What follows belongs to an exercise in optimizing a design on an open flow for small area and a short achievable clock period; a production flow would make more cautious choices.
Function was checked by simulation only, so behaviour that the tests miss may differ from the original.
Power figures rest on the tool's default switching activity, not on a simulated workload.

## ember
==> module fifo_mem, before the edit <==
module fifo_mem #(
  parameter int W  = 16,
  parameter int AW = 7,
  parameter int LO = 3,
  parameter int NB = 4
) (
  input  logic                  clk,
  input  logic [2**LO-1:0]      wr_lo,
  input  logic [2**(AW-LO)-1:0] wr_hi,
  input  logic [W-1:0]          wr_data,
  input  logic [2**AW/NB-1:0]   rd_row,
  output logic [NB*W-1:0]       rd_data
);
  localparam int DEPTH = 2 ** AW;
  localparam int NL    = 2 ** LO;
  logic [W-1:0] mem [DEPTH];
  always_ff @(posedge clk) begin
    for (int i = 0; i < DEPTH; i++) begin
      if (wr_lo[i % NL] && wr_hi[i / NL]) begin
        mem[i] <= wr_data;
      end
    end
  end
  always_comb begin
    for (int b = 0; b < NB; b++) begin
      rd_data[b*W +: W] = '0;
      for (int i = b; i < DEPTH; i += NB) begin
        rd_data[b*W +: W] = rd_data[b*W +: W] | (mem[i] & {W{rd_row[i / NB]}});
      end
    end
  end
endmodule
==> module stream_fifo, before the edit <==
module stream_fifo #(
  parameter int W         = 16,
  parameter int LGFLEN    = 7,
  parameter int AF_THRESH = fifo_pkg::def_af_thresh(LGFLEN),
  parameter int AE_THRESH = fifo_pkg::DEF_AE_THRESH
) (
  input  logic                          clk,
  input  logic                          rst_n,
  input  logic                          flush,
  input  logic [W-1:0]                  s_data,
  input  logic                          s_valid,
  output logic                          s_ready,
  output logic [W-1:0]                  m_data,
  output logic                          m_valid,
  input  logic                          m_ready,
  output logic [fifo_pkg::fill_width(LGFLEN)-1:0] fill,
  output logic                          almost_full,
  output logic                          almost_empty
);
  localparam int DEPTH = 2 ** LGFLEN;
  localparam int FW    = fifo_pkg::fill_width(LGFLEN);
  localparam int NB    = 4;                 
  if (W < 1) begin : g_bad_w
    $error("stream_fifo: W must be >= 1");
  end
  if (LGFLEN < 3) begin : g_bad_lgflen
    $error("stream_fifo: LGFLEN must be >= 3");
  end
  if (AF_THRESH < 1 || AF_THRESH > DEPTH) begin : g_bad_af
    $error("stream_fifo: AF_THRESH must be within 1..DEPTH");
  end
  if (AE_THRESH < 0 || AE_THRESH > DEPTH - 1) begin : g_bad_ae
    $error("stream_fifo: AE_THRESH must be within 0..DEPTH-1");
  end
  localparam int LO = LGFLEN / 2;
  localparam int NL = 2 ** LO;
  localparam int NH = 2 ** (LGFLEN - LO);
  logic [NL-1:0]     wr_lo;
  logic [NH-1:0]     wr_hi;
  localparam int NR = DEPTH / NB;            
  logic [NR-1:0]     rd_row;    
  logic [NB-1:0]     rd_bank;   
  logic [NB-1:0]     wr_bank;   
  logic [NB*W-1:0]   bank_rd;
  logic [W-1:0]      win [NB];
  logic [W-1:0]      win_head;
  logic              do_write, do_read, up, dn;
  logic              one;       
  logic              tail_in_win;
  logic              tw0, tw1;    
  logic              full, n_ae;
  assign s_ready      = !full;
  assign almost_empty = !n_ae;
  assign do_write = s_valid && s_ready;
  assign do_read  = m_ready && m_valid;
  assign up       = !flush && do_write && !do_read;
  assign dn       = !flush && do_read && !do_write;
  assign one      = m_valid && (fill <= FW'(1));
  always_comb begin
    for (int b = 0; b < NB; b++) begin
      wr_bank[b] = 1'b0;
      for (int i = b; i < NL; i += NB) wr_bank[b] = wr_bank[b] | wr_lo[i];
    end
  end
  assign tail_in_win = do_read ? tw1 : tw0;
  fifo_mem #(
    .W  (W),
    .AW (LGFLEN),
    .LO (LO),
    .NB (NB)
  ) u_mem (
    .clk     (clk),
    .wr_lo   (wr_lo),
    .wr_hi   (wr_hi),
    .wr_data (s_data),
    .rd_row  (rd_row),
    .rd_data (bank_rd)
  );
  always_ff @(posedge clk or negedge rst_n) begin
    if (!rst_n) begin
      wr_lo   <= NL'(1);
      wr_hi   <= NH'(1);
      rd_row  <= NR'(1) << ((NB + 1) / NB);
      rd_bank <= NB'(2);
    end else if (flush) begin
      wr_lo   <= NL'(1);
      wr_hi   <= NH'(1);
      rd_row  <= NR'(1) << ((NB + 1) / NB);
      rd_bank <= NB'(2);
    end else begin
      if (do_write) begin
        wr_lo <= {wr_lo[NL-2:0], wr_lo[NL-1]};
        if (wr_lo[NL-1]) wr_hi <= {wr_hi[NH-2:0], wr_hi[NH-1]};
      end
      if (do_read) begin
        if (rd_bank[NB-1]) rd_row <= {rd_row[NR-2:0], rd_row[NR-1]};
        rd_bank <= {rd_bank[NB-2:0], rd_bank[NB-1]};
      end
    end
  end
  always_ff @(posedge clk) begin
    for (int b = 0; b < NB; b++) begin
      if (tail_in_win && wr_bank[b]) begin
        win[b] <= s_data;
      end else if (do_read && rd_bank[b]) begin
        win[b] <= bank_rd[b*W +: W];
      end
    end
  end
  always_comb begin
    win_head = '0;
    for (int b = 0; b < NB; b++) begin
      win_head = win_head | (win[b] & {W{rd_bank[b]}});
    end
  end
  always_ff @(posedge clk) begin
    if (!m_valid || (one && m_ready)) begin
      m_data <= s_data;
    end else if (m_ready) begin
      m_data <= win_head;
    end
  end
  always_ff @(posedge clk or negedge rst_n) begin
    if (!rst_n) begin
      fill         <= '0;
      m_valid      <= 1'b0;
      full         <= 1'b0;
      almost_full  <= 1'b0;
      n_ae         <= 1'b0;
      tw0          <= 1'b0;
      tw1          <= 1'b0;
    end else if (flush) begin
      fill         <= '0;
      m_valid      <= 1'b0;
      full         <= 1'b0;
      almost_full  <= 1'b0;
      n_ae         <= 1'b0;
      tw0          <= 1'b0;
      tw1          <= 1'b0;
    end else if (up) begin
      fill         <= fill + FW'(1);
      m_valid      <= 1'b1;
      full         <= (fill >= FW'(DEPTH - 1));
      almost_full  <= (fill >= FW'(AF_THRESH - 1));
      n_ae         <= (fill >= FW'(AE_THRESH));
      tw0          <= (fill <= FW'(NB - 1));
      tw1          <= (fill >= FW'(1) && fill <= FW'(NB));
    end else if (dn) begin
      fill         <= fill - FW'(1);
      m_valid      <= (fill > FW'(1));
      full         <= 1'b0;
      almost_full  <= (fill > FW'(AF_THRESH));
      n_ae         <= (fill > FW'(AE_THRESH + 1));
      tw0          <= (fill >= FW'(2) && fill <= FW'(NB + 1));
      tw1          <= (fill >= FW'(3) && fill <= FW'(NB + 2));
    end
  end
endmodule
clock: 5.0 ns
lec_check: 0
cap_margin: 20
core_margin: 2
core_utilization: 40
cts_cluster_diameter: 80
cts_cluster_size: 25
setup_slack_margin: 2.6
slew_margin: 20
run.sh (not shown) runs the stock make flow with config.mk's settings and CLKGATE_MAP_FILE= SYNTH_SCRIPT=/design/flow/synth_recipe.tcl, a recipe that flattens the netlist after the stock synthesis.
The following lists how lagoon was set up differently from ember:
diff --git a/flow/design.v b/flow/design.v
--- a/flow/design.v
+++ b/flow/design.v
@@ -18,11 +18,12 @@
 ) (
   input  logic                  clk,
   input  logic [2**LO-1:0]      wr_lo,
   input  logic [2**(AW-LO)-1:0] wr_hi,
   input  logic [W-1:0]          wr_data,
-  input  logic [2**AW/NB-1:0]   rd_row,
+  input  logic [2**LO-1:0]      rd_lo,
+  input  logic [2**(AW-LO)-1:0] rd_hi,
   output logic [NB*W-1:0]       rd_data
 );
   localparam int DEPTH = 2 ** AW;
   localparam int NL    = 2 ** LO;
   logic [W-1:0] mem [DEPTH];
@@ -31,15 +32,19 @@
       if (wr_lo[i % NL] && wr_hi[i / NL]) begin
         mem[i] <= wr_data;
       end
     end
   end
+  logic [DEPTH-1:0] rd_sel;
   always_comb begin
+    for (int i = 0; i < DEPTH; i++) begin
+      rd_sel[i] = rd_lo[i % NL] && rd_hi[i / NL];
+    end
     for (int b = 0; b < NB; b++) begin
       rd_data[b*W +: W] = '0;
       for (int i = b; i < DEPTH; i += NB) begin
-        rd_data[b*W +: W] = rd_data[b*W +: W] | (mem[i] & {W{rd_row[i / NB]}});
+        rd_data[b*W +: W] = rd_data[b*W +: W] | (mem[i] & {W{rd_sel[i]}});
       end
     end
   end
 endmodule
 module stream_fifo #(
@@ -79,12 +84,12 @@
   localparam int LO = LGFLEN / 2;
   localparam int NL = 2 ** LO;
   localparam int NH = 2 ** (LGFLEN - LO);
   logic [NL-1:0]     wr_lo;
   logic [NH-1:0]     wr_hi;
-  localparam int NR = DEPTH / NB;            
-  logic [NR-1:0]     rd_row;    
+  logic [NL-1:0]     rd_lo;     
+  logic [NH-1:0]     rd_hi;     
   logic [NB-1:0]     rd_bank;   
   logic [NB-1:0]     wr_bank;   
   logic [NB*W-1:0]   bank_rd;
   logic [W-1:0]      win [NB];
   logic [W-1:0]      win_head;
@@ -115,31 +120,35 @@
   ) u_mem (
     .clk     (clk),
     .wr_lo   (wr_lo),
     .wr_hi   (wr_hi),
     .wr_data (s_data),
-    .rd_row  (rd_row),
+    .rd_lo   (rd_lo),
+    .rd_hi   (rd_hi),
     .rd_data (bank_rd)
   );
   always_ff @(posedge clk or negedge rst_n) begin
     if (!rst_n) begin
       wr_lo   <= NL'(1);
       wr_hi   <= NH'(1);
-      rd_row  <= NR'(1) << ((NB + 1) / NB);
+      rd_lo   <= NL'(1) << ((NB + 1) % NL);
+      rd_hi   <= NH'(1) << ((NB + 1) / NL);
       rd_bank <= NB'(2);
     end else if (flush) begin
       wr_lo   <= NL'(1);
       wr_hi   <= NH'(1);
-      rd_row  <= NR'(1) << ((NB + 1) / NB);
+      rd_lo   <= NL'(1) << ((NB + 1) % NL);
+      rd_hi   <= NH'(1) << ((NB + 1) / NL);
       rd_bank <= NB'(2);
     end else begin
       if (do_write) begin
         wr_lo <= {wr_lo[NL-2:0], wr_lo[NL-1]};
         if (wr_lo[NL-1]) wr_hi <= {wr_hi[NH-2:0], wr_hi[NH-1]};
       end
       if (do_read) begin
-        if (rd_bank[NB-1]) rd_row <= {rd_row[NR-2:0], rd_row[NR-1]};
+        rd_lo   <= {rd_lo[NL-2:0], rd_lo[NL-1]};
+        if (rd_lo[NL-1]) rd_hi <= {rd_hi[NH-2:0], rd_hi[NH-1]};
         rd_bank <= {rd_bank[NB-2:0], rd_bank[NB-1]};
       end
     end
   end
   always_ff @(posedge clk) begin
@@ -155,12 +164,14 @@
     win_head = '0;
     for (int b = 0; b < NB; b++) begin
       win_head = win_head | (win[b] & {W{rd_bank[b]}});
     end
   end
-  always_ff @(posedge clk) begin
-    if (!m_valid || (one && m_ready)) begin
+  always_ff @(posedge clk or negedge rst_n) begin
+    if (!rst_n) begin
+      m_data <= '0;
+    end else if (!m_valid || (one && m_ready)) begin
       m_data <= s_data;
     end else if (m_ready) begin
       m_data <= win_head;
     end
   end
## What came out
For combinational power, dividing the value from ember by the value from lagoon gives 0.77. On utilization, ember and lagoon are neck and neck. Synthesized cell count: lagoon vs ember up 73. Diff ember -> lagoon: final critical-path required period shrank by 0.077 ns, setup slack grew by 0.077 ns.

## separate check: timing with driven ports
No port has a modelled driver above. Below, the same layouts with a new extraction and two added sets of constraints.
Step 1, drivers: a clkbuf_16 drives clk and a buf_2 each remaining input, both assumed.
Step 2 adds t to the input delays and takes it off the output delays; t is the mean of the earliest and latest rising clock arrival at the registers after step 1. Input paths then give back, and output paths get back, about the clock's delay inside the block.
a / b / c = ideal ports / drivers / drivers and shift; a / b = the first two.
run | t, ns | setup WS [ns] | hold WS [ns] | worst slew at a driven data input, ns
ember | 0.836 | 2.463 / 2.374 / 1.850 | 0.127 / 0.067 / 0.588 | 0.20
lagoon | 0.867 | 2.540 / 2.451 / 1.893 | 0.150 / 0.082 / 0.582 | 0.08
After both steps setup and hold are still met in every run listed. For lagoon, which loses most, drivers alone change the setup slack by -0.089 ns; drivers and shift together by -0.647 ns.
